Source: an optimization exercise on an open RTL-to-GDS flow (aim: small area and a short achievable clock period). Production flows keep margins and buffers that such runs may drop.
Only simulation tests tie the RTL to the original design; equivalence was not proved.
Power figures rest on the tool's default switching activity, not on a simulated workload.

==> design.v <==
module data_mem_ctrl #(
    parameter int unsigned LATENCY = 4,
    parameter int unsigned AW      = 8
) (
    input  logic        clk,
    input  logic        rst,
    input  logic        MemRead,
    input  logic        MemWrite,
    input  logic [15:0] addr,
    input  logic [15:0] wdata,
    output logic [15:0] rdata,
    output logic        stall,
    output logic        done,
    output logic        err
);
    localparam int unsigned NR = 64;   
    logic c1, c2, c3;       
    logic busy;             
    logic nidle;            
    logic one_req, idle, accept, err_nxt;
    assign one_req  = MemRead ? ~MemWrite : MemWrite;
    assign idle     = ~nidle;
    assign accept   = idle & one_req;
    assign stall    = busy | (~done & one_req);
    assign err_nxt  = (idle & MemRead) & MemWrite;
    always_ff @(posedge clk or posedge rst) begin
        if (rst) begin
            c1    <= 1'b0;
            c2    <= 1'b0;
            c3    <= 1'b0;
            busy  <= 1'b0;
            nidle <= 1'b0;
            done  <= 1'b0;
            err   <= 1'b0;
        end else begin
            c1    <= accept;
            c2    <= c1;
            c3    <= c2;
            busy  <= accept | c1 | c2;
            nidle <= accept | c1 | c2 | c3;
            done  <= c3;
            err   <= err_nxt;
        end
    end
    logic [1:0] ph;
    always_ff @(posedge clk) ph <= ph + 2'd1;
    logic        pv;        
    logic        wgo;       
    logic        wgo2;      
    logic [7:0]  pidx;
    logic [15:0] pdn;       
    logic [7:0]  ghi;       
    logic [7:0]  ghi2;      
    logic [7:0]  plo;       
    logic        commit, go_c, go_p;
    assign commit = c3 & MemWrite;
    assign go_c   = (addr[2:1] + ph) == 2'd2;
    assign go_p   = pv & ~wgo & ~wgo2 & ((pidx[1:0] + ph) == 2'd2);
    always_ff @(posedge clk) begin
        if (commit) begin
            pv    <= 1'b1;
            pidx  <= addr[8:1];
            pdn   <= ~wdata;
            wgo   <= go_c;
            ghi   <= go_c ? (8'd1 << addr[8:6]) : 8'd0;
            wgo2  <= 1'b0;
            ghi2  <= 8'd0;
        end else begin
            if (wgo2) pv <= 1'b0;
            wgo  <= go_p;
            ghi  <= go_p ? (8'd1 << pidx[7:5]) : 8'd0;
            wgo2 <= wgo;
            ghi2 <= ghi;
        end
        plo <= 8'd1 << (commit ? addr[5:3] : pidx[4:2]);
    end
    logic [15:0] m0 [NR];
    logic [15:0] m1 [NR];
    logic [15:0] m2 [NR];
    logic [15:0] m3 [NR];
    for (genvar r = 0; r < NR; r++) begin : g_ring
        logic clr, set;
        assign clr = ghi[r/8] & plo[r%8];
        assign set = ghi2[r/8] & plo[r%8];
        always_ff @(posedge clk) begin
            m0[r] <= ~(m3[r] | {16{clr}});
            m1[r] <= ~(({16{set}} & pdn) | m0[r]);
            m2[r] <= m1[r];
            m3[r] <= m2[r];
        end
    end
    logic        cap, fwd, take;
    logic [7:0]  s_hi, s_lo;
    logic [15:0] nxt;
    logic [3:0] rhit;
    always_ff @(posedge clk) rhit <= 4'd1 << (2'd1 - ph);
    assign cap  = MemRead & (~MemWrite & rhit[addr[2:1]]);
    assign fwd  = pv & (pidx == addr[8:1]);
    assign take = cap & ~fwd;
    assign s_hi = take ? (8'd1 << addr[8:6]) : 8'd0;
    assign s_lo = 8'd1 << addr[5:3];
    always_comb begin
        logic [15:0] grp;
        nxt = (~pdn & {16{cap & fwd}}) | (rdata & {16{~cap}});
        for (int g = 0; g < 8; g++) begin
            grp = '0;
            for (int l = 0; l < 8; l++) grp = grp | (m2[8*g+l] & {16{s_lo[l]}});
            nxt = nxt | (grp & {16{s_hi[g]}});
        end
    end
    always_ff @(posedge clk) rdata <= nxt;
endmodule
==> flow/run.sh <==
#!/bin/bash
# Layout flow: the standard layout (standard.sh, whole, from synthesis to
# finish) with two ORFS settings added to the standard flow's config.mk:
#  - sky130_fd_sc_hd__a222oi_1 is not used: it has a single drive strength, so
#    the resizer cannot strengthen it where it drives a long wire;
#  - clock tree synthesis inserts no dummy loads (same clustering otherwise).
# make's output goes to flow_make.log; ORFS keeps each step's log under
# orfs/logs/.
set -euo pipefail
W=$(cd "$(dirname "${BASH_SOURCE[0]}")/.." && pwd)
cd "$W"
cp config.mk own_config.mk
cat >> own_config.mk <<'EOC'
export DONT_USE_CELLS += sky130_fd_sc_hd__a222oi_1
export CTS_ARGS = -sink_clustering_enable -repair_clock_nets -sink_clustering_size 30 -sink_clustering_max_diameter 60 -dont_use_dummy_load
EOC
sed "s#DESIGN_CONFIG=[^ ]*#DESIGN_CONFIG=$W/own_config.mk#" standard.sh > own_standard.sh
bash own_standard.sh > flow_make.log 2>&1
==> standard.sh <==
#!/bin/bash
# synth_recipe.tcl (not shown) runs the flow's synth.tcl, then flattens the netlist and writes it again
# the make line also repeats each setting of config.mk as NAME=value (left out here)
make -C /OpenROAD-flow-scripts/flow DESIGN_CONFIG=/design/flow/config.mk WORK_HOME=/design/flow/orfs CLKGATE_MAP_FILE= SYNTH_SCRIPT=/design/flow/synth_recipe.tcl "${@:-finish}"
==> config.mk <==
export PLATFORM = sky130hd
export DESIGN_NAME = data_mem_ctrl
export DESIGN_NICKNAME = data_mem_ctrl
export VERILOG_FILES = /design/flow/design.v
export SDC_FILE = /design/flow/constraint.sdc
export NUM_CORES = 4
export LEC_CHECK = 0
export CAP_MARGIN = 20
export CORE_MARGIN = 2
export CORE_UTILIZATION = 70
export CTS_CLUSTER_DIAMETER = 60
export CTS_CLUSTER_SIZE = 30
export SETUP_SLACK_MARGIN = 2.6
export SLEW_MARGIN = 20
==> constraint.sdc <==
create_clock -name core_clock -period 4.5 [get_ports {clk}]
set_input_delay 0.9000 -clock core_clock [delete_from_list [all_inputs] [get_ports {clk}]]
set_output_delay 0.9000 -clock core_clock [all_outputs]
set_load 0.01 [all_outputs]
==> flow_summary.ini, run 1 <==
[grt]
globalRoute.totalOverflow = 0
grt_pass1_wl_mm = 398
grt_usage_pct = 36.0
antenna_found_initial = 14
grt_max_degree = 66
grt_pass1_vias = 58400

[worst_hold_path]
hold_depth = 0
hold_class = register to register
hold_path_end = m2[14][2]$_DFF_P_
worstHoldStart = m1[14][2]$_DFF_P_

[synth]
synth_top_family_by_area = compound AO/OA/AOI/OAI gates
yosysUniqueCellTypes = 76
yosysWarnings = 5
synth_xor_area_share_pct = 0.109
yosysSeqAreaShare_pct = 80.1
synth_area_mm2 = 0.105
synth_edf_count = 24
synthTopCellsByArea = dfxtp_1 79%, a21oi_1 5.1%, nor2_1 3.9%
synthAdderAreaFrac_pct = 0.0239
synthSimpleGateAreaFrac_pct = 5.71
syn-instance-count = 7927
async_flop_share_pct = 0.168
postSynthAreaPerCell_um2 = 13.2
synth_top_area_share_pct = 79.3
synth_nets = 7965
ys_seq_elements = 4176
ys.flop_type = dfxtp_1
synth_compound_area_share_pct = 8.66
synth_top_area_cell = dfxtp_1
synthMuxAreaShare_pct = 3.16

[power]
ir_drop_mv = 0.411
finalPower_mw = 60.1
powerDensity_mw_per_mm2 = 523
p_leak_nw = 46.6

[cells_and_area]
utilization_pct = 77.6
drive_above_1_share_pct = 12.9
num-fill-cells = 9040
fin_nets = 7931
final_area_mm2 = 0.115
syn_to_final_growth_pct = 9.78

[sta]
timing_worst_slew_pin_value_ns = 1.16
fin_skew_ns = 0.0727
slew_headroom_pct = 22.8
setup_viol = 0
drv_slew = 0
rsz0062_at_grt = yes
hold_viol = 0
max_freq_mhz = 396
period_needed_ns = 2.53
timing.final.crit_share_pct = 56.1
setup_tns_ns = 0

[status]
outcome = timing/DRC/antenna clean

[routing]
top_layer = met5
firstDrtPassIters = 6
initialDrtViolationCount = 5541
drt_wl_total_mm = 277
via_per_inst = 6.00
wl_per_cell_um = 28.2
antenna_left = 0
vias = 58900
wl_met2_mm = 123
route.met3.wl_mm = 23.9
drc = 0
wl_met1_mm = 117

[floorplan]
dieArea_mm2 = 0.153
die_h_um = 391
die_w_um = 391
design.core.area_mm2 = 0.148
pin_count = 55
rows = 141
initial_core_util_pct = 70.7

[worst_setup_path]
end_kind = register
startpoint = addr[4]
reg2reg_slack_ns = 2.03
cp.required_ns = 5.19
worst-r2r-cell-count = 6
crit_type = input pin to register
worst-path-max-fanout = 13
startpoint_type = input pin
cp.arrival_ns = 3.21
r2r-end = rdata[4]$_DFF_P_
r2r_start = rhit[3]$_SDFF_PN0_

[clock_tree]
cts_tree = built
clk_latency_ns = 0.84
clk_pin_slew_ns = 0.10
cts_made_buffers = 173
cts_hold_buf = 0
clock-sinks = 4176
clockRootBuffer = clkbuf_16
htree_levels = 4
cts.path.max_buffers = 3

[place]
post_dp_cell_area_mm2 = 0.107
dp_hpwl_mm = 164
globalplace.congestion = 0.918
io_buffers = 46

[flow_run]
maxCapViolations = 0
==> power by group <==
part	leakage (nW)	switching (mW)	internal, mW
Combinational	9.21	1.78	1.02
Clock	2.13	10.4	6.91
Sequential	35.3	0.872	39.1
==> Yosys cell counts, types with 5 or more instances <==
cell and instances:
o221ai_1 12, a211oi_1 5, buf_6 6, clkbuf_1 433
or3_1 6, nor3_1 7, o22ai_1 60, buf_2 65
buf_4 18, nand2b_1 12, buf_1 17, xnor2_1 10
mux4_2 77, o21a_1 5, nand3b_1 14, nand4_1 7
mux2_2 105, dfxtp_1 4145, o21ai_0 28, dfrtp_1 7
or2_2 5, a22oi_1 86, edfxtp_1 24, a21oi_1 1070
a221o_1 9, o31ai_1 6, a31oi_1 9, nand3_1 24
o2bb2ai_1 11, and2_1 143, inv_1 21, mux2i_1 36
a22o_1 9, nor2b_1 8, nand2_1 87, nor2_1 1075
a221oi_1 191
==> routing by layer <==
| metal | up-vias | GRT usage, % |
|---|---|---|
| met3 | 582 | 7.10 |
| met4 | 4 | 14.4 |
| met1 | 29800 | 50.8 |
| met2 | 2412 | 55.3 |
| li1 | 26100 | - |
| met5 | - | 0 |
==> flip-flops by register name, indices dropped and copies added, names as in the netlist <==
name   flops
c3         1
pdn       16
wgo        1
m2      1024
ph         2
ghi2       8
rdata     16
c1         1
busy       1
err        1
ghi        8
rhit       4
pv         1
c2         1
m3      1024
m1      1024
wgo2       1
nidle      1
done       1
pidx       8
m0      1024
plo        8
==> worst max-delay path, cell delays in order <==
cell       delay [ns]
bufbuf_16        0.29
inv_4            0.22
buf_6            0.28
mux4_2           0.25
a21oi_1          0.16
or4_4            0.58
a2111o_1         0.33
a21o_1           0.16
==> what timing repair did <==
item	in CTS	in global routing
endpoints found under the setup margin	1839	142
cloned	17	3
setup buffers	53	50
pin swaps	50	39
gates resized for setup	460	100
==> through the flow <==
| step | cells | worst slack, ns | hold WS [ns] |
|---|---|---|---|
| after floorplan | 7927 | 1.81 | 0.310 |
| after global placement | 9521 | 0.399 | 0.310 |
| after detailed placement | 9525 | 0.366 | 0.312 |
| after CTS | 9768 | 2.05 | 0.269 |
| after global routing | 9823 | 2.02 | 0.274 |
| final | 9824 | 1.97 | 0.266 |
==> cell families after synthesis <==
kind of cell             count (synthesis)
AO/OA/AOI/OAI                         1538
XOR/XNOR                                13
adder cells (fa/ha/maj)                  2
buffers and inverters                  563
flip-flops                            4176
multiplexers                           221
AND/OR/NAND/NOR                       1414
==> cell usage in the layout (no fill, tap or decap), types with 38 or more instances in the layout <==
| cell | count |
|---|---|
| buf_6 | 45 |
| buf_12 | 38 |
| clkbuf_16 | 177 |
| a21oi_1 | 1053 |
| and2_1 | 57 |
| mux4_2 | 77 |
| nand2_1 | 78 |
| and2_2 | 84 |
| a221oi_1 | 122 |
| a22oi_1 | 76 |
| buf_4 | 180 |
| nor2_1 | 1064 |
| mux2_2 | 98 |
| dfxtp_1 | 4120 |
| a221oi_2 | 62 |
==> final cells by class <==
class / instances / area, um2 / share of cell area (%)
Timing Repair Buffer: 331 / 3930 / 3.42
Sequential cell: 4176 / 83900 / 73.1
Multi-Input combinational cell: 3188 / 20200 / 17.6
Antenna cell: 3 / 7.51 / 0.00653
Inverter: 23 / 108 / 0.0936
Clock buffer: 173 / 4330 / 3.77
Tap cell: 1930 / 2410 / 2.10
==> how the worst max path moves through the flow <==
stage                            end  cells past startpoint  slack, ns
global route        rdata[4]$_DFF_P_                      6       2.02
global placement    rdata[8]$_DFF_P_                      7       0.40
CTS                 rdata[4]$_DFF_P_                      6       2.05
floorplan           rdata[4]$_DFF_P_                      6       1.81
detailed placement  rdata[8]$_DFF_P_                      7       0.37
finish              rdata[4]$_DFF_P_                      8       1.97
==> run 2, diff against run 1 <==
--- a/config.mk
+++ b/config.mk
@@ -10,5 +10,5 @@
 export CORE_UTILIZATION = 70
 export CTS_CLUSTER_DIAMETER = 60
 export CTS_CLUSTER_SIZE = 30
-export SETUP_SLACK_MARGIN = 2.6
+export SETUP_SLACK_MARGIN = 2.2
 export SLEW_MARGIN = 20
==> run 2 against run 1 <==
Still clean. First-iteration DRC count fell by 8.6%. Final cell count hardly changed. Worst hold slack improved by 0.021 ns. Cell area fell by 0.97%. Critical path depth increased by 1. Worst setup slack gained 0.044 ns. Sequential cell count unchanged.
==> flow_summary.ini, run 2 <==
[status]
outcome = timing/DRC/antenna clean

[synth]
synth_area_mm2 = 0.105
synth_top_area_share_pct = 79.3
synth_top_area_cell = dfxtp_1
synth_edf_count = 24
postSynthAreaPerCell_um2 = 13.2
yosysWarnings = 5
synthTopCellsByArea = dfxtp_1 79%, a21oi_1 5.1%, nor2_1 3.9%
async_flop_share_pct = 0.168
yosysSeqAreaShare_pct = 80.1
synth_most_common_cell = dfxtp_1
ys_seq_elements = 4176
synthTopCellsByCount = 4,145 x dfxtp_1, 1,075 x nor2_1, 1,070 x a21oi_1, 433 x clkbuf_1, 191 x a221oi_1
yosysUniqueCellTypes = 76
ys.flop_type = dfxtp_1
syn-instance-count = 7927
synth_nets = 7965

[grt]
grt_pass1_wl_mm = 397
grt_usage_pct = 35.7
grt_max_degree = 66
grt_pass1_vias = 58300
antenna_found_initial = 11
globalRoute.totalOverflow = 0

[floorplan]
initial_core_util_pct = 70.7
design.core.area_mm2 = 0.148
dieArea_mm2 = 0.153
die_h_um = 391
rows = 141
pin_count = 55
die_w_um = 391

[worst_setup_path]
cpPeakStageDelay_ns = 0.45
cp.required_ns = 5.15
reg2reg_slack_ns = 2.06
crit_chain = buf_16, buf_16, and2_4, buf_12, a221oi_1, nor2_1, o21ai_0, a31oi_1, or3_1
startpoint_type = input pin
crit_type = input pin to register
crit_family = compound AO/OA/AOI/OAI gates
worst-path-max-fanout = 22
worst-path-buf-inv = 3
cp.arrival_ns = 3.13
r2r_start = rhit[3]$_SDFF_PN0_
critPathMostFrequentCell = buf_16
end_kind = register
worst-r2r-cell-count = 9
cp_slowest_cell = o21ai_0
r2r-end = rdata[1]$_DFF_P_

[sta]
timing_worst_slew_pin_value_ns = 1.17
max_freq_mhz = 403
timing.final.crit_share_pct = 55.2
period_needed_ns = 2.48
fin_skew_ns = 0.0840
rsz0062_at_grt = yes
setup_viol = 0
layout_setup_ws_ns = 2.02
slew_headroom_pct = 21.8
setup_tns_ns = 0
hold_viol = 0
drv_slew = 0

[routing]
vias = 58500
drt_wl_total_mm = 274
initialDrtViolationCount = 5065
via_per_inst = 5.96
antenna_left = 0
wl_per_cell_um = 27.9
firstDrtPassIters = 6
drc = 0

[clock_tree]
cts_tree = built
cts.path.max_buffers = 3
clk_latency_ns = 0.84
clk_pin_slew_ns = 0.10
cts_made_buffers = 175
htree_levels = 4
clock-sinks = 4176
clockRootBuffer = clkbuf_16

[power]
powerDensity_mw_per_mm2 = 528
ir_drop_mv = 0.501
swShare_pct = 21.7
internal-power_mw = 47.0
switchingPower_mw = 13.0
finalPower_mw = 60.0
clkPwrFrac_pct = 29.0
p_seq_share_pct = 66.5
p_comb_share_pct = 4.4
p_leak_nw = 46.3

[place]
post-place-ws_ns = 0.368
globalplace.congestion = 0.956
dp_hpwl_mm = 163
io_buffers = 46

[cells_and_area]
fin_nets = 7919
drive_above_1_share_pct = 10.9
final_cell_mix = 4,127 x dfxtp_1, 1,066 x nor2_1, 1,058 x a21oi_1
num-fill-cells = 9298
final_common_cell = dfxtp_1
syn_to_final_growth_pct = 8.72

[flow_run]
maxCapViolations = 0

[worst_hold_path]
hold_class = input pin to asynchronous set/reset pin
run 2: cell types whose count changed in the layout (fill, tap and decap cells not counted), moves of 9 or more:
cell	change
and2_1	+69
buf_12	-12
buf_6	-27
a221oi_1	+9
buf_4	+21
and2_2	-69
o22ai_2	-15
buf_2	+14
a221oi_2	-9
o22ai_1	+15
run 2: logic make-up (layout without fill, tap and decap cells):
logic type	count (synthesis)	count (layout)	share of synthesized area, %
DFF	4176	4176	80.1
AOI/OAI and AO/OA	1538	1538	8.66
and+or+nand+nor	1414	1414	5.71
buffers and inverters	563	515	2.21
muxes	221	221	3.16
xor gates and xnor gates	13	13	0.109
adders and majority gates	2	2	0.0239
other	0	7	0
run 2: what timing repair did:
action                     in CTS  in global routing
setup endpoints to repair     213                 34
setup buffers                  47                 29
pin swaps                      28                 26
hold buffers                    0                  0
gates cloned                   12                  3
gates resized for setup       287                 60
run 2: power by group through the flow:
stage,Clock (mW),Sequential (mW),Combinational (mW)
5_1_grt,18.8,40.1,2.76
3_5_place_dp,0,40.7,2.37
4_1_cts,17.5,39.9,2.54
2_1_floorplan,0,40.4,1.37
6_report,17.4,40.0,2.65
3_3_place_gp,0,40.7,2.28
run 2: final cells by class:
cell class / count / area (um2) / area share [%]
Antenna cell: 7 / 17.5 / 0.0154
Clock buffer: 175 / 4380 / 3.85
Inverter: 23 / 106 / 0.0935
Multi-Input combinational cell: 3188 / 19500 / 17.2
Sequential cell: 4176 / 83900 / 73.8
Tap cell: 1930 / 2410 / 2.12
Timing Repair Buffer: 317 / 3390 / 2.98
run 2: how the worst max path moves through the flow:
stage                             from                end  slack (ns)  cells after the start
global route        rhit[3]$_SDFF_PN0_  rdata[14]$_DFF_P_        2.03                     10
global placement               addr[1]   rdata[4]$_DFF_P_        0.38                      7
CTS                            addr[4]   rdata[4]$_DFF_P_        2.07                      9
detailed placement             addr[1]   rdata[4]$_DFF_P_        0.37                      7
floorplan                      addr[1]   rdata[4]$_DFF_P_        1.81                      6
finish                         addr[4]   rdata[1]$_DFF_P_        2.02                      9
run 2: routing by layer:
layer,routed length [um],GRT usage (%),vias up
li1,-,-,26100
met2,122000,54.7,2230
met4,11900,13.7,6
met5,35,0,-
met3,22800,6.95,499
met1,118000,50.8,29600
run 2: through the flow:
stage          hold slack [ns]  std cells  instance area (um2)  util [%]
6_report                 0.287       9816               114000      76.9
5_1_grt                  0.292       9811               114000      76.9
4_1_cts                  0.258       9776               113000      76.5
3_5_place_dp             0.312       9542               107000      72.5
3_3_place_gp             0.310       9540               107000      72.5
2_1_floorplan            0.310       7927               105000         -
==> run 3, diff against run 2 <==
--- a/config.mk
+++ b/config.mk
@@ -7,7 +7,7 @@
 export LEC_CHECK = 0
 export CAP_MARGIN = 20
 export CORE_MARGIN = 2
-export CORE_UTILIZATION = 70
+export CORE_UTILIZATION = 66
 export CTS_CLUSTER_DIAMETER = 60
 export CTS_CLUSTER_SIZE = 30
 export SETUP_SLACK_MARGIN = 2.2
==> run 3 against run 2 <==
Clock-buffer cell count rose by 7. Non-clock buffer count fell by 7. Via count decreased by 0.12%. Clock power up 2%. Worst hold slack got worse by 0.011 ns. Synthesized cell count did not move. Largest cell class unchanged.
==> flow_summary.ini, run 3 <==
[place]
dp_hpwl_mm = 163
io_buffers = 46
post-place-ws_ns = 0.436
globalplace.congestion = 0.952

[clock_tree]
cts_made_buffers = 182
clockRootBuffer = clkbuf_16
cts.path.max_buffers = 3
clk_pin_slew_ns = 0.11
cts_tree = built
htree_levels = 4
clk_latency_ns = 0.87
clock-sinks = 4176

[worst_hold_path]
hold_class = input pin to asynchronous set/reset pin

[cells_and_area]
drive_above_1_share_pct = 11.1
fin_nets = 7921
multi_input_area_mm2 = 0.0196
final_cell_mix = 4,128 x dfxtp_1, 1,065 x nor2_1, 1,061 x a21oi_1
num-fill-cells = 10700
syn_to_final_growth_pct = 9.35
seq_area_mm2 = 0.0839
utilization_pct = 72.4
final_common_cell = dfxtp_1

[power]
internal-power_mw = 47.3
powerDensity_mw_per_mm2 = 528
ir_drop_mv = 0.436
p_seq_share_pct = 66.1
clkPwrFrac_pct = 29.5
switchingPower_mw = 13.2
p_comb_share_pct = 4.5
swShare_pct = 21.8
p_leak_nw = 46.5

[sta]
timing.final.crit_share_pct = 56.7
drv_slew = 0
timing_worst_slew_pin_value_ns = 1.23
max_freq_mhz = 392
setup_tns_ns = 0
rsz0062_at_grt = yes
slew_headroom_pct = 18.1
setup_viol = 0
hold_viol = 0
period_needed_ns = 2.55
hold_ws_ns = 0.276
fin_skew_ns = 0.0681
layout_setup_ws_ns = 1.95

[routing]
initialDrtViolationCount = 5536
firstDrtPassIters = 6
drt_wl_total_mm = 278
drc = 0
wl_per_cell_um = 27.9
antenna_left = 0
vias = 58400
via_per_inst = 5.86

[synth]
yosysSeqAreaShare_pct = 80.1
syn-instance-count = 7927
ys.flop_type = dfxtp_1
postSynthAreaPerCell_um2 = 13.2
synthTopCellsByArea = dfxtp_1 79%, a21oi_1 5.1%, nor2_1 3.9%
synth_edf_count = 24
yosysUniqueCellTypes = 76
synthTopCellsByCount = 4,145 x dfxtp_1, 1,075 x nor2_1, 1,070 x a21oi_1, 433 x clkbuf_1, 191 x a221oi_1
synth_nets = 7965
ys_seq_elements = 4176
synth_top_area_cell = dfxtp_1
synth_top_area_share_pct = 79.3
async_flop_share_pct = 0.168
yosysWarnings = 5
synth_area_mm2 = 0.105
synth_most_common_cell = dfxtp_1

[worst_setup_path]
cp.arrival_ns = 3.25
end_kind = register
startpoint = rhit[3]$_SDFF_PN0_
startpoint_type = register
worst-path-max-fanout = 6
r2r_start = rhit[3]$_SDFF_PN0_
cp.required_ns = 5.20
crit_type = register to register

[grt]
grt_pass1_vias = 57200
grt_pass1_wl_mm = 398
grt_max_degree = 66
globalRoute.totalOverflow = 0
antenna_found_initial = 13
grt_usage_pct = 33.9

[floorplan]
die_w_um = 402
die_h_um = 402
rows = 146
design.core.area_mm2 = 0.158
dieArea_mm2 = 0.162
pin_count = 55
initial_core_util_pct = 66.2

[status]
outcome = timing/DRC/antenna clean

[flow_run]
maxCapViolations = 0
-- run 3: cell counts after synthesis --
No cell type changed its count.
-- run 3: cells by family (layout without fill, tap and decap cells) --
kind of cell               count (synthesis)  in the layout  synth area share [%]
and+or+nand+nor                         1414           1415                  5.71
AOI/OAI and AO/OA                       1538           1538                  8.66
buffers and inverters                    563            516                  2.21
xor gates and xnor gates                  13             13                 0.109
adders and majority gates                  2              2                0.0239
other                                      0              7                     0
DFF                                     4176           4176                  80.1
muxes                                    221            221                  3.16
-- run 3: path summary, 6_finish.rpt --
check                                      to  slack [ns]  cells after the start
min in group core_clock    m2[13][12]$_DFF_P_        0.28                      0
min reg2reg                m2[13][12]$_DFF_P_        0.28                      0
max in group asynchronous     nidle$_DFF_PP0_        4.00                      2
min                            busy$_DFF_PP0_        0.28                      2
max reg2reg                  rdata[4]$_DFF_P_        1.95                      6
max                          rdata[4]$_DFF_P_        1.95                      6
-- run 3: metal layers --
layer  global-route usage, %  routed length (um)  vias to the layer above
met5                       0                  43                        -
met4                    12.1               10700                        6
met3                    5.86               20700                      479
met2                    52.1              124000                     2092
met1                    48.8              123000                    29700
li1                        -                   -                    26100
-- run 3: area by class of cell --
| class | instances | area share (%) |
|---|---|---|
| tap | 2072 | 2.26 |
| inverter | 23 | 0.102 |
| timing repair inverter | 1 | 0.00765 |
| timing repair buffer | 310 | 3.18 |
| multi-input combinational | 3189 | 17.1 |
| clock buffer | 182 | 3.98 |
| antenna | 7 | 0.0153 |
| sequential | 4176 | 73.3 |
-- run 3: power by group through the flow --
| stage | clock, mW | combinational (mW) | sequential (mW) |
|---|---|---|---|
| 3_3_place_gp | 0 | 2.34 | 40.7 |
| 4_1_cts | 17.9 | 2.59 | 39.9 |
| 5_1_grt | 19.2 | 2.83 | 40.1 |
| 2_1_floorplan | 0 | 1.37 | 40.4 |
| 3_5_place_dp | 0 | 2.42 | 40.7 |
| 6_report | 17.8 | 2.71 | 39.9 |
-- run 3: critical path, cell delays in order (launching register included) --
cell and delay [ns]:
dfxtp_1 0.33, mux4_2 0.61, nand4_1 0.34, a31oi_1 0.09
or4_4 0.59, a2111o_1 0.30, a21o_1 0.15
-- run 3: repair_timing --
item	CTS	global route
setup buffers	35	33
gates cloned	16	7
pin swaps	18	35
gates resized for setup	261	97
hold buffers	0	0
endpoints found under the setup margin	102	59
-- run 3: through the flow --
step / total power, mW / instances / instance area (um2)
floorplan: 41.8 / 7927 / 105000
global placement: 43.0 / 9677 / 107000
detailed placement: 43.1 / 9680 / 108000
CTS: 60.4 / 9913 / 114000
global route: 62.1 / 9956 / 114000
finish: 60.4 / 9960 / 114000
==> run 4, diff against run 3 <==
==> design.v (replaced) <==
module data_mem_ctrl #(
    parameter int unsigned LATENCY = 4,
    parameter int unsigned AW      = 8
) (
    input  logic        clk,
    input  logic        rst,
    input  logic        MemRead,
    input  logic        MemWrite,
    input  logic [15:0] addr,
    input  logic [15:0] wdata,
    output logic [15:0] rdata,
    output logic        stall,
    output logic        done,
    output logic        err
);
    localparam int unsigned NR = 64;   
    logic c1, c2, c3;       
    logic busy;             
    logic one_req, both_req, idle, accept;
    assign one_req  = MemRead ^ MemWrite;
    assign both_req = MemRead & MemWrite;
    assign idle     = ~(busy | done);
    assign accept   = idle & one_req;
    assign stall    = busy | (~done & one_req);
    always_ff @(posedge clk or posedge rst) begin
        if (rst) begin
            c1   <= 1'b0;
            c2   <= 1'b0;
            c3   <= 1'b0;
            busy <= 1'b0;
            done <= 1'b0;
            err  <= 1'b0;
        end else begin
            c1   <= accept;
            c2   <= c1;
            c3   <= c2;
            busy <= accept | c1 | c2;
            done <= c3;
            err  <= idle & both_req;
        end
    end
    logic [2:0] ph;
    always_ff @(posedge clk) ph <= ph + 3'd1;
    logic        av, ast, bv;    
    logic [7:0]  aidx, bidx;
    logic [15:0] adata, bdata;
    logic        commit, a_hit, a_clr, a_set, b_set, s_any;
    logic [7:0]  sidx;
    logic [15:0] sdata, y;
    logic [2:0]  s_after;
    assign commit = c3 & MemWrite;
    assign a_hit  = av & ((aidx[1:0] + ph[1:0]) == 2'd3);
    assign a_clr  = a_hit & ~ast;
    assign a_set  = a_hit & ast;
    assign b_set  = bv & ((bidx[1:0] + ph[1:0]) == 2'd3);
    assign s_any  = a_set | b_set;
    assign sidx   = b_set ? bidx : aidx;
    assign sdata  = b_set ? bdata : adata;
    assign s_after = {1'b0, sidx[1:0]} + ph + 3'd1;
    assign y      = ~(sdata ^ {16{s_after[2]}});
    always_ff @(posedge clk) begin
        if (commit) begin
            av    <= 1'b1;
            ast   <= 1'b0;
            aidx  <= addr[8:1];
            adata <= wdata;
            bv    <= av & ~a_set;
            bidx  <= aidx;
            bdata <= adata;
        end else begin
            if (a_clr) ast <= 1'b1;
            if (a_set) av  <= 1'b0;
            if (b_set) bv  <= 1'b0;
        end
    end
    logic [15:0] m0 [NR];
    logic [15:0] m1 [NR];
    logic [15:0] m2 [NR];
    logic [15:0] m3 [NR];
    for (genvar r = 0; r < NR; r++) begin : g_ring
        logic clr, set;
        assign clr = a_clr & (aidx[7:2] == 6'(r));
        assign set = s_any & (sidx[7:2] == 6'(r));
        always_ff @(posedge clk) begin
            m0[r] <= ~(m3[r] | {16{clr}} | ({16{set}} & y));
            m1[r] <= m0[r];
            m2[r] <= m1[r];
            m3[r] <= m2[r];
        end
    end
    logic       cap, fwd_a, fwd_b;
    logic [2:0] k;
    assign k     = {1'b0, addr[2:1]} + ph;
    assign cap   = ~done & MemRead & ~MemWrite & (k[1:0] == 2'd2);
    assign fwd_a = av & (aidx == addr[8:1]);
    assign fwd_b = bv & (bidx == addr[8:1]);
    always_ff @(posedge clk) begin
        if (cap) rdata <= fwd_a ? adata : fwd_b ? bdata : (m2[addr[8:3]] ^ {16{k[2]}});
    end
endmodule
==> run.sh (new file) <==
#!/bin/bash
# synth_recipe.tcl (not shown) runs the flow's synth.tcl, then flattens the netlist and writes it again
# the make line also repeats each setting of config.mk as NAME=value (left out here)
make -C /OpenROAD-flow-scripts/flow DESIGN_CONFIG=/design/flow/config.mk WORK_HOME=/design/flow/orfs CLKGATE_MAP_FILE= SYNTH_SCRIPT=/design/flow/synth_recipe.tcl finish
--- a/config.mk
+++ b/config.mk
@@ -7,8 +7,8 @@
 export LEC_CHECK = 0
 export CAP_MARGIN = 20
 export CORE_MARGIN = 2
-export CORE_UTILIZATION = 66
+export CORE_UTILIZATION = 60
 export CTS_CLUSTER_DIAMETER = 60
 export CTS_CLUSTER_SIZE = 30
-export SETUP_SLACK_MARGIN = 2.2
+export SETUP_SLACK_MARGIN = 2.3
 export SLEW_MARGIN = 20
removed: flow/run.sh
removed: standard.sh
==> run 4 against run 3 <==
Worst setup slack worse by 0.97 ns. Sequential power is 2% lower. Final cell count is 2.3% higher. Sequential cell count is 4 lower. Worst hold slack worse by 0.082 ns. Clock power is about 20% higher. Synthesized cell count is 14% lower. Non-clock buffer count is 843 higher. Register-to-register slack worse by 0.97 ns. Critical path type unchanged.
==> flow_summary.ini, run 4 <==
[synth]
ys_seq_elements = 4172
synth_edf_count = 65
synthTopCellsByCount = 4,101 x dfxtp_1, 1,028 x a211oi_1, 420 x a22oi_1, 280 x clkbuf_1, 229 x nor2_1
synth_most_common_cell = dfxtp_1
synth_nets = 6871
yosysSeqAreaShare_pct = 82.8
synth_top_area_cell = dfxtp_1
synth_area_mm2 = 0.102
postSynthAreaPerCell_um2 = 14.9
async_flop_share_pct = 0.144
synthTopCellsByArea = dfxtp_1 81%, a211oi_1 7.6%, a22oi_1 3.1%
syn-instance-count = 6828
yosysUniqueCellTypes = 60
ys.flop_type = dfxtp_1
synth_top_area_share_pct = 80.7
yosysWarnings = 5

[sta]
fin_skew_ns = 0.0434
rsz0062_at_grt = yes
slew_headroom_pct = 30.7
timing.final.crit_share_pct = 78.3
hold_viol = 0
period_needed_ns = 3.52
setup_viol = 0
max_freq_mhz = 284
timing_worst_slew_pin_value_ns = 1.04
layout_setup_ws_ns = 0.975
drv_slew = 0

[worst_setup_path]
reg2reg_slack_ns = 0.98
crit_chain = ha_2, xnor2_2, xnor2_2, and3_4, nand2_2, nand2_2, ha_4, nor2_2, nor3_4, xor2_4, buf_12, buf_12, xor2_4, buf_12, buf_12, clkbuf_16, a211oi_1
critPathMostFrequentCell = buf_12
cp.arrival_ns = 4.31
r2r-end = m0[42][6]$_DFF_P_
crit_family = buffers and inverters
cp_slowest_cell = edfxtp_1
startpoint_type = register
r2r_start = bidx[0]$_DFFE_PP_
worst-path-buf-inv = 5
end_kind = register
crit_type = register to register
cpPeakStageDelay_ns = 0.43
cp.required_ns = 5.29
worst-path-max-fanout = 7
worst-r2r-cell-count = 17

[grt]
antenna_found_initial = 31
grt_usage_pct = 48.3
grt_max_degree = 55
globalRoute.totalOverflow = 0
grt_pass1_vias = 61000
grt_pass1_wl_mm = 553

[power]
p_leak_nw = 50.5
powerDensity_mw_per_mm2 = 524
finalPower_mw = 68.0
ir_drop_mv = 0.452

[status]
outcome = timing/DRC/antenna clean

[routing]
vias = 65500
route.met3.wl_mm = 61.2
top_layer = met5
via_per_inst = 6.43
drt_wl_total_mm = 430
initialDrtViolationCount = 9719
drc = 0
wl_per_cell_um = 42.2
firstDrtPassIters = 6
wl_met2_mm = 169
wl_met1_mm = 156
antenna_left = 0

[cells_and_area]
multi_input_area_mm2 = 0.0220
final_common_cell = dfxtp_1
drive_above_1_share_pct = 31.5
fin_nets = 7864
syn_to_final_growth_pct = 27.7
utilization_pct = 76.9
stdcell_count = 10200
num-fill-cells = 10200
seq_area_mm2 = 0.0842
final_cell_mix = 4,101 x dfxtp_1, 597 x buf_4, 557 x a211oi_2

[floorplan]
design.core.area_mm2 = 0.169
die_h_um = 416
pin_count = 55
die_w_um = 416
rows = 151
initial_core_util_pct = 60.2
dieArea_mm2 = 0.173

[place]
io_buffers = 46
globalplace.congestion = 1.08
dpl.cell_count = 9490
post-place-ws_ns = -0.635
dp_hpwl_mm = 256

[clock_tree]
htree_levels = 4
clockRootBuffer = clkbuf_16
cts.path.max_buffers = 3
cts_tree = built
cts_made_buffers = 188
clk_pin_slew_ns = 0.10
clk_latency_ns = 0.93
clock-sinks = 4172

[worst_hold_path]
hold_class = input pin to asynchronous set/reset pin

[flow_run]
maxCapViolations = 0
run 4: changes by cell type in the layout (fill, tap and decap cells not counted), sizes merged, moves of 52 or more:
cell	delta
a211oi	+1022
a21oi	-1044
a221oi	-187
a22oi	+334
and2	-134
and3	+52
buf	+840
mux2	-99
mux4	-77
nand4	+82
nor2	-846
run 4: metal layers:
| layer | GRT usage (%) | vias up |
|---|---|---|
| met5 | 1.94 | - |
| met4 | 37.0 | 30 |
| met3 | 18.9 | 1430 |
| met2 | 65.3 | 4869 |
| met1 | 61.8 | 32900 |
| li1 | - | 26200 |
run 4: power by group:
part / switching, mW / internal [mW]
Clock: 12.5 / 8.93
Sequential: 0.660 / 38.5
Combinational: 4.58 / 2.90
Total: 17.7 / 50.3
run 4: cell families after synthesis:
family	count (synthesis)	share of synthesized area, %
adders and majority gates	7	0.0935
buffers and inverters	360	1.41
AOI/OAI and AO/OA	1562	11.5
xor gates and xnor gates	40	0.550
muxes	48	0.484
DFF	4172	82.8
and+or+nand+nor	639	3.17
run 4: worst max-delay path by stage:
stage                            from                  to  slack [ns]  cells past startpoint
floorplan           bidx[0]$_DFFE_PP_   m0[60][4]$_DFF_P_        1.06                     15
global placement              addr[4]  rdata[8]$_DFFE_PP_       -0.74                     15
detailed placement            addr[3]  rdata[8]$_DFFE_PP_       -0.63                     16
CTS                 bidx[0]$_DFFE_PP_  m0[25][13]$_DFF_P_        1.10                     17
global route        bidx[0]$_DFFE_PP_    m0[0][6]$_DFF_P_        0.91                     17
finish              bidx[0]$_DFFE_PP_   m0[42][6]$_DFF_P_        0.98                     17
run 4: cell type report:
cell class,instances,area share (%)
Inverter,10,0.0289
Multi-Input combinational cell,2296,17.0
Timing Repair Buffer,1153,11.0
Sequential cell,4172,64.9
Clock buffer,206,3.80
Tap cell,2218,2.14
Antenna cell,19,0.0366
Clock inverter,116,1.13
run 4: timing repair:
| item | CTS | global route |
|---|---|---|
| pin swaps | 164 | 172 |
| hold buffers | 0 | 0 |
| setup buffers | 205 | 73 |
| resized for setup | 1036 | 463 |
| cloned | 62 | 19 |
| setup endpoints to repair | 1072 | 1072 |
run 4: per-stage QoR:
step | TNS, ns | area (um2) | hold WS (ns)
global route | 0 | 130000 | 0.220
global placement | -5.54 | 112000 | 0.310
floorplan | 0 | 103000 | 0.310
CTS | 0 | 126000 | 0.186
finish | 0 | 130000 | 0.194
detailed placement | -4.48 | 112000 | 0.312

-- separate check: timing with driven ports --
In the flow no input, the clock included, has a driving cell. The finished layouts below were timed again as built, in two steps.
Step 1, drivers: a clkbuf_16 drives clk and a buf_2 each remaining input, both assumed.
Step 2 also shifts input and output timing later by t, the mid clock arrival at the registers, as if the neighbouring blocks saw the same clock.
Slacks: ideal ports / drivers / drivers and shift; pairs: ideal ports / drivers.
| run | shift t [ns] | setup WS [ns] | hold WS [ns] | slew at the worst register clock pin (ns) |
|---|---|---|---|---|
| run 1 | 0.895 | 1.974 / 1.857 / 0.962 | 0.266 / 0.241 / 0.266 | 0.11 / 0.11 |
| run 2 | 0.877 | 2.018 / 1.767 / 0.890 | 0.287 / 0.229 / 0.291 | 0.11 / 0.11 |
| run 3 | 0.932 | 1.948 / 1.756 / 0.824 | 0.276 / 0.204 / 0.276 | 0.11 / 0.11 |
| run 4 | 1.003 | 0.975 / 0.975 / 0.117 | 0.194 / 0.126 / 0.299 | 0.12 / 0.12 |
After both steps setup and hold are still met in every run listed. The setup slack of run 2, which loses most, moves by -0.251 ns with the drivers and by -1.128 ns with both steps.
